From an optimization exercise on the open Yosys and OpenROAD flow, aimed at a short achievable clock period and few clock cycles per item; shortcuts taken in it are not production practice. Only simulation tests tie the RTL to the original design; equivalence was not proved. Power is estimated from default activity; no workload was simulated.

## rev 12
==> flow/design.v <==
package cpu_pkg;
    localparam int xlen = 32;
    localparam int reg_addr_width = 5;
    typedef logic [xlen-1:0] word_t;
    typedef logic [reg_addr_width-1:0] reg_addr_t;
    localparam logic [6:0] op_imm    = 7'b0010011;
    localparam logic [6:0] op_reg    = 7'b0110011;
    localparam logic [6:0] op_lui    = 7'b0110111;
    localparam logic [6:0] op_auipc  = 7'b0010111;
    localparam logic [6:0] op_jal    = 7'b1101111;
    localparam logic [6:0] op_branch = 7'b1100011;
endpackage
module pipeline_cpu (
    input  logic clk,
    input  logic rst,
    output cpu_pkg::word_t imem_addr,
    input  cpu_pkg::word_t imem_data,
    output logic retire_valid,
    output cpu_pkg::word_t retire_pc,
    output cpu_pkg::reg_addr_t retire_rd,
    output cpu_pkg::word_t retire_data,
    output logic retire_illegal
);
    logic [11:0] f_idx;      
    logic        f_known;    
    logic [31:0] f_pc;
    assign imem_addr = {18'b0, f_idx, 2'b00};
    logic        f_jal, f_br, f_same, f_br_pred, f_pred, f_seq;
    logic [2:0]  f_f3;
    logic [11:0] f_jimm, f_bimm, f_tj, f_tb, f_t1, f_next;
    assign f_jal  = imem_data[6:0] == cpu_pkg::op_jal;
    assign f_br   = imem_data[6:0] == cpu_pkg::op_branch;
    assign f_f3   = imem_data[14:12];
    assign f_same = imem_data[19:15] == imem_data[24:20];
    assign f_br_pred = f_br && ((f_f3 == 3'b000 && (imem_data[31] || f_same))
                             || (f_f3 == 3'b001 && !f_same));
    assign f_pred = f_jal || f_br_pred;
    assign f_seq  = !f_pred;
    assign f_jimm = {imem_data[13:12], imem_data[20], imem_data[30:22]};
    assign f_bimm = {imem_data[31], imem_data[31], imem_data[7], imem_data[30:25], imem_data[11:9]};
    assign f_tj = f_idx + f_jimm;
    assign f_tb = f_idx + f_bimm;
    assign f_t1 = f_idx + 12'd1;
    assign f_next = ({12{f_jal}} & f_tj) | ({12{f_br_pred}} & f_tb) | ({12{f_seq}} & f_t1);
    logic        d_valid;
    logic [31:0] d_instr;
    logic [31:0] d_pc;
    logic        d_pred;
    logic [6:0]  d_op;
    logic [4:0]  d_rd, d_rs1, d_rs2;
    logic [2:0]  d_f3;
    logic [31:0] d_imm_i, d_imm_u, d_imm_b, d_imm_j;
    logic        d_is_imm, d_is_reg, d_is_lui, d_is_auipc, d_is_jal, d_is_br, d_legal;
    logic        d_writes;
    logic [31:0] d_pc4, d_pcb, d_pcj, d_pcu, d_next_pc, d_alt_pc;
    assign d_op  = d_instr[6:0];
    assign d_rd  = d_instr[11:7];
    assign d_f3  = d_instr[14:12];
    assign d_rs1 = d_instr[19:15];
    assign d_rs2 = d_instr[24:20];
    assign d_imm_i = {{20{d_instr[31]}}, d_instr[31:20]};
    assign d_imm_u = {d_instr[31:12], 12'b0};
    assign d_imm_b = {{19{d_instr[31]}}, d_instr[31], d_instr[7], d_instr[30:25], d_instr[11:8], 1'b0};
    assign d_imm_j = {{11{d_instr[31]}}, d_instr[31], d_instr[19:12], d_instr[20], d_instr[30:21], 1'b0};
    assign d_is_imm   = d_op == cpu_pkg::op_imm;
    assign d_is_reg   = d_op == cpu_pkg::op_reg;
    assign d_is_lui   = d_op == cpu_pkg::op_lui;
    assign d_is_auipc = d_op == cpu_pkg::op_auipc;
    assign d_is_jal   = d_op == cpu_pkg::op_jal;
    assign d_is_br    = d_op == cpu_pkg::op_branch;
    assign d_legal    = d_is_imm || d_is_reg || d_is_lui || d_is_auipc || d_is_jal || d_is_br;
    assign d_writes   = d_legal && !d_is_br && d_rd != 5'd0;
    assign d_pc4 = d_pc + 32'd4;
    assign d_pcb = d_pc + d_imm_b;
    assign d_pcj = d_pc + d_imm_j;
    assign d_pcu = d_pc + d_imm_u;
    assign d_next_pc = ({32{!d_pred}} & d_pc4) | ({32{d_pred && d_is_jal}} & d_pcj)
                     | ({32{d_pred && !d_is_jal}} & d_pcb);
    assign d_alt_pc  = d_pred ? d_pc4 : d_pcb;
    logic [31:0] regs [1:31];
    logic [31:1] d_rsel_a, d_rsel_b;
    logic        d_wsel_a, d_wsel_b;
    logic [31:0] w_a, w_b;
    always_comb begin
        w_a = {32{d_wsel_a}} & retire_data;
        w_b = {32{d_wsel_b}} & retire_data;
        for (int i = 1; i < 32; i++) begin
            w_a = w_a | ({32{d_rsel_a[i]}} & regs[i]);
            w_b = w_b | ({32{d_rsel_b[i]}} & regs[i]);
        end
    end
    logic        e_wen;      
    logic [4:0]  e_rd;
    logic [4:0]  f_rs1, f_rs2;
    logic        f_wsel_a, f_wsel_b;
    logic [31:1] f_rsel_a, f_rsel_b;
    assign f_rs1 = imem_data[19:15];
    assign f_rs2 = imem_data[24:20];
    assign f_wsel_a = e_wen && e_rd == f_rs1;
    assign f_wsel_b = e_wen && e_rd == f_rs2;
    always_comb begin
        for (int i = 1; i < 32; i++) begin
            f_rsel_a[i] = !f_wsel_a && f_rs1 == 5'(i);
            f_rsel_b[i] = !f_wsel_b && f_rs2 == 5'(i);
        end
    end
    logic        d_use_rs2;
    logic [31:0] d_b_nf;
    assign d_use_rs2 = d_is_reg || d_is_br;
    always_comb begin
        if (d_use_rs2)        d_b_nf = w_b;
        else if (d_is_imm)    d_b_nf = d_imm_i;
        else if (d_is_lui)    d_b_nf = d_imm_u;
        else if (d_is_auipc)  d_b_nf = d_pcu;
        else                  d_b_nf = d_pc4;    
    end
    logic d_sel_add, d_sel_sub, d_sel_sll, d_sel_slt, d_sel_xor, d_sel_srl, d_sel_or, d_sel_and, d_sel_b;
    logic d_alu, d_sub;
    assign d_alu = d_is_imm || d_is_reg;
    assign d_sub = d_is_reg && d_instr[31:25] == 7'b0100000;
    assign d_sel_add = d_alu && (d_f3 == 3'b000 || d_f3 == 3'b011);
    assign d_sel_sub = d_alu && d_f3 == 3'b000 && d_sub;
    assign d_sel_sll = d_alu && d_f3 == 3'b001;
    assign d_sel_slt = d_alu && d_f3 == 3'b010;
    assign d_sel_xor = d_alu && d_f3 == 3'b100;
    assign d_sel_srl = d_alu && d_f3 == 3'b101;
    assign d_sel_or  = d_alu && d_f3 == 3'b110;
    assign d_sel_and = d_alu && d_f3 == 3'b111;
    assign d_sel_b   = !d_alu;
    logic        e_valid, e_writes, e_illegal;
    logic [31:0] e_pc, e_a, e_b, e_alt_pc;
    logic        e_sel_add, e_sel_sub, e_sel_sll, e_sel_slt, e_sel_xor, e_sel_srl, e_sel_or, e_sel_and, e_sel_b;
    logic        e_br, e_beq, e_bne, e_pred;
    logic [31:0] e_sum, e_result;
    logic        e_sub;
    logic [4:0]  e_shamt;    
    logic        e_lt, e_eq, e_taken, e_mispredict;
    assign e_sum = e_a + (e_b ^ {32{e_sub}}) + {31'b0, e_sub};
    assign e_lt  = (e_a[31] != e_b[31]) ? e_a[31] : e_sum[31];
    logic [31:0] e_other;
    assign e_other  = ({32{e_sel_sll}} & (e_a << e_shamt))
                    | ({32{e_sel_slt}} & {31'b0, e_lt})
                    | ({32{e_sel_xor}} & (e_a ^ e_b))
                    | ({32{e_sel_srl}} & (e_a >> e_shamt))
                    | ({32{e_sel_or}}  & (e_a | e_b))
                    | ({32{e_sel_and}} & (e_a & e_b))
                    | ({32{e_sel_b}}   & e_b);
    assign e_result = ({32{e_sel_add}} & e_sum) | e_other;
    assign e_eq = e_a == e_b;
    assign e_taken = (e_beq && e_eq) || (e_bne && !e_eq);
    assign e_mispredict = e_valid && e_br && (e_taken != e_pred);
    logic d_fwd_a, d_fwd_b;
    assign d_fwd_a = e_wen && e_rd == d_rs1;
    assign d_fwd_b = e_wen && d_use_rs2 && e_rd == d_rs2;
    logic e_zero_ok, e_zero, e_sum0;
    logic d_res_both, d_res_zero, d_resolved;
    logic d_m_eq, d_m_ne, d_mispredict;
    assign e_sum0 = !(e_a[0] ^ e_b[0]) && ((e_a[31:1] ^ e_b[31:1]) == (e_a[30:0] | e_b[30:0]));
    assign e_zero_ok = e_sel_add || e_sel_xor || e_sel_or || e_sel_and || e_sel_b;
    assign e_zero = (e_sel_add && (e_sub ? e_eq : e_sum0))
                 || (e_sel_xor && e_eq)
                 || (e_sel_or && (e_a | e_b) == 32'd0)
                 || (e_sel_and && (e_a & e_b) == 32'd0)
                 || (e_sel_b && e_b == 32'd0);
    assign d_res_both = d_fwd_a && d_fwd_b;
    assign d_res_zero = ((d_fwd_a && d_rs2 == 5'd0) || (d_fwd_b && d_rs1 == 5'd0)) && e_zero_ok;
    assign d_resolved = d_res_both || d_res_zero;
    assign d_m_eq = d_valid && d_is_br && ((d_f3 == 3'b000) != d_pred);
    assign d_m_ne = d_valid && d_is_br && ((d_f3 == 3'b001) != d_pred);
    assign d_mispredict = (d_res_both && d_m_eq)
                       || (d_res_zero && (e_zero ? d_m_eq : d_m_ne));
    always_ff @(posedge clk) begin
        if (rst) begin
            f_idx <= 12'd0;
            f_known <= 1'b1;
            d_valid <= 1'b0;
            e_valid <= 1'b0;
            e_wen <= 1'b0;
            retire_valid <= 1'b0;
        end else begin
            retire_valid <= e_valid;
            if (e_mispredict) begin
                f_idx <= e_alt_pc[13:2];
                f_known <= 1'b1;
                d_valid <= 1'b0;
                e_valid <= 1'b0;
                e_wen <= 1'b0;
            end else begin
                f_idx <= d_mispredict ? d_alt_pc[13:2] : f_next;
                f_known <= d_mispredict;
                d_valid <= !d_mispredict;
                e_valid <= d_valid;
                e_wen <= d_valid && d_writes;
            end
        end
    end
    always_ff @(posedge clk) begin
        f_pc <= rst ? 32'd0 : e_mispredict ? e_alt_pc : d_alt_pc;
        d_instr <= imem_data;
        d_rsel_a <= f_rsel_a;
        d_rsel_b <= f_rsel_b;
        d_wsel_a <= f_wsel_a;
        d_wsel_b <= f_wsel_b;
        d_pred <= f_pred;
        d_pc <= f_known ? f_pc : d_next_pc;
        e_pc <= d_pc;
        e_a <= ({32{d_fwd_a && e_sel_add}} & e_sum) | ({32{d_fwd_a}} & e_other) | ({32{!d_fwd_a}} & w_a);
        e_b <= ({32{d_fwd_b && e_sel_add}} & e_sum) | ({32{d_fwd_b}} & e_other) | ({32{!d_fwd_b}} & d_b_nf);
        if (d_sel_sll || d_sel_srl) begin
            e_shamt <= d_fwd_b ? e_result[4:0] : d_b_nf[4:0];
        end
        e_alt_pc <= d_alt_pc;
        e_rd <= d_rd;
        e_writes <= d_writes;
        e_illegal <= !d_legal;
        e_sel_add <= d_sel_add;
        e_sub <= d_sel_sub || d_sel_slt;
        e_sel_sll <= d_sel_sll;
        e_sel_slt <= d_sel_slt;
        e_sel_xor <= d_sel_xor;
        e_sel_srl <= d_sel_srl;
        e_sel_or <= d_sel_or;
        e_sel_and <= d_sel_and;
        e_sel_b <= d_sel_b;
        e_br <= d_is_br && !d_resolved;    
        e_beq <= d_f3 == 3'b000;
        e_bne <= d_f3 == 3'b001;
        e_pred <= d_pred;
        retire_pc <= e_pc;
        retire_rd <= e_writes ? e_rd : 5'd0;     
        retire_data <= e_writes ? e_result : 32'd0;
        retire_illegal <= e_illegal;
    end
    logic [31:1] w_we;
    always_ff @(posedge clk) begin
        for (int i = 1; i < 32; i++) begin
            w_we[i] <= !rst && e_valid && e_writes && e_rd == 5'(i);
        end
    end
    always_ff @(posedge clk) begin
        for (int i = 1; i < 32; i++) begin
            if (rst) begin
                regs[i] <= 32'd0;
            end else if (w_we[i]) begin
                regs[i] <= retire_data;
            end
        end
    end
endmodule
export LEC_CHECK = 0
export CAP_MARGIN = 40
export CORE_MARGIN = 2
export CORE_UTILIZATION = 40
export SETUP_SLACK_MARGIN = 5
export SLEW_MARGIN = 40
create_clock -name core_clock -period 8.5 [get_ports {clk}]
standard.sh (not shown) runs the stock make flow with config.mk's settings and CLKGATE_MAP_FILE= SYNTH_SCRIPT=/design/flow/synth_recipe.tcl, a recipe that flattens the netlist after the stock synthesis.
==> flow/flow/run.sh <==
#!/bin/bash
set -euo pipefail
MARGIN=5.5
sed "s|\"\${@:-finish}\"|SETUP_SLACK_MARGIN=${MARGIN} \"\${@:-finish}\"|" standard.sh > standard_margin.sh
grep -q "SETUP_SLACK_MARGIN=${MARGIN}" standard_margin.sh
bash standard_margin.sh > flow_make.log 2>&1
Testbench counts of rev 12, summed over its fixed seeds: cycles 83,084, instrs 80,000.
Inputs modified between rev 12 and rev 13:
--- a/flow/design.v
+++ b/flow/design.v
@@ -135,19 +135,18 @@
     logic        e_sub;
     logic [4:0]  e_shamt;    
     logic        e_lt, e_eq, e_taken, e_mispredict;
     assign e_sum = e_a + (e_b ^ {32{e_sub}}) + {31'b0, e_sub};
     assign e_lt  = (e_a[31] != e_b[31]) ? e_a[31] : e_sum[31];
-    logic [31:0] e_other;
-    assign e_other  = ({32{e_sel_sll}} & (e_a << e_shamt))
+    assign e_result = ({32{e_sel_add}} & e_sum)
+                    | ({32{e_sel_sll}} & (e_a << e_shamt))
                     | ({32{e_sel_slt}} & {31'b0, e_lt})
                     | ({32{e_sel_xor}} & (e_a ^ e_b))
                     | ({32{e_sel_srl}} & (e_a >> e_shamt))
                     | ({32{e_sel_or}}  & (e_a | e_b))
                     | ({32{e_sel_and}} & (e_a & e_b))
                     | ({32{e_sel_b}}   & e_b);
-    assign e_result = ({32{e_sel_add}} & e_sum) | e_other;
     assign e_eq = e_a == e_b;
     assign e_taken = (e_beq && e_eq) || (e_bne && !e_eq);
     assign e_mispredict = e_valid && e_br && (e_taken != e_pred);
     logic d_fwd_a, d_fwd_b;
     assign d_fwd_a = e_wen && e_rd == d_rs1;
@@ -202,12 +201,12 @@
         d_wsel_a <= f_wsel_a;
         d_wsel_b <= f_wsel_b;
         d_pred <= f_pred;
         d_pc <= f_known ? f_pc : d_next_pc;
         e_pc <= d_pc;
-        e_a <= ({32{d_fwd_a && e_sel_add}} & e_sum) | ({32{d_fwd_a}} & e_other) | ({32{!d_fwd_a}} & w_a);
-        e_b <= ({32{d_fwd_b && e_sel_add}} & e_sum) | ({32{d_fwd_b}} & e_other) | ({32{!d_fwd_b}} & d_b_nf);
+        e_a <= d_fwd_a ? e_result : w_a;
+        e_b <= d_fwd_b ? e_result : d_b_nf;
         if (d_sel_sll || d_sel_srl) begin
             e_shamt <= d_fwd_b ? e_result[4:0] : d_b_nf[4:0];
         end
         e_alt_pc <= d_alt_pc;
         e_rd <= d_rd;
[summary]
Rev 13: done, clean on timing, DRC and antenna. In the metrics for rev 13 and rev 12, the one carrying the higher worst setup slack is rev 12. Changes observed in rev 13 relative to rev 12: total of plain and repair buffers excluding clock buffers went up by about 2.6%, highest net fanout along the worst path went up by 12, inverter count of the layout excluding clock inverters went down by about 3%. Delta (rev 13 minus rev 12): final area ~0 delta, fmax went down, fraction of power consumed by combinational cells decreased by 1.6 points relative to the old numbers, overall track demand over capacity in global routing went up, clock distribution area overhead in the final layout now sits higher. In the metrics for rev 13 and rev 12, the one carrying the lower post-route minimum period is rev 12. Rev 13 vs rev 12: horizontal extent of the die down slightly. Comparing rev 13 and rev 12, the higher power share of the clock group was measured on rev 13.
Testbench counts of rev 13, summed over its fixed seeds: cycles 83,084, instrs 80,000.

## afterwards: timing with drivers on the ports
The results above use ideal ports. As a check the final layouts listed here were re-extracted and re-timed, cells and wires unchanged.
Step 1 assumes that a clkbuf_16 drives the clock port and a buf_2 every other input.
Step 2 times the ports against the registers' clock, not the clock port: input delays grow and output delays shrink by t, the midpoint of the rising clock arrivals with the driver on.
Three values: ideal, step 1, step 2; two values: the first two.
run | t, ns | setup slack, ns | cell pins on the clock port's net
rev 12 | 0.908 | 5.081 / 5.081 / 4.301 | 1
rev 13 | 0.925 | 4.844 / 4.844 / 4.448 | 1
After both steps every run listed still meets setup and hold. The setup slack of rev 12, which loses most, moves by 0.000 ns with the drivers and by -0.780 ns with both steps.
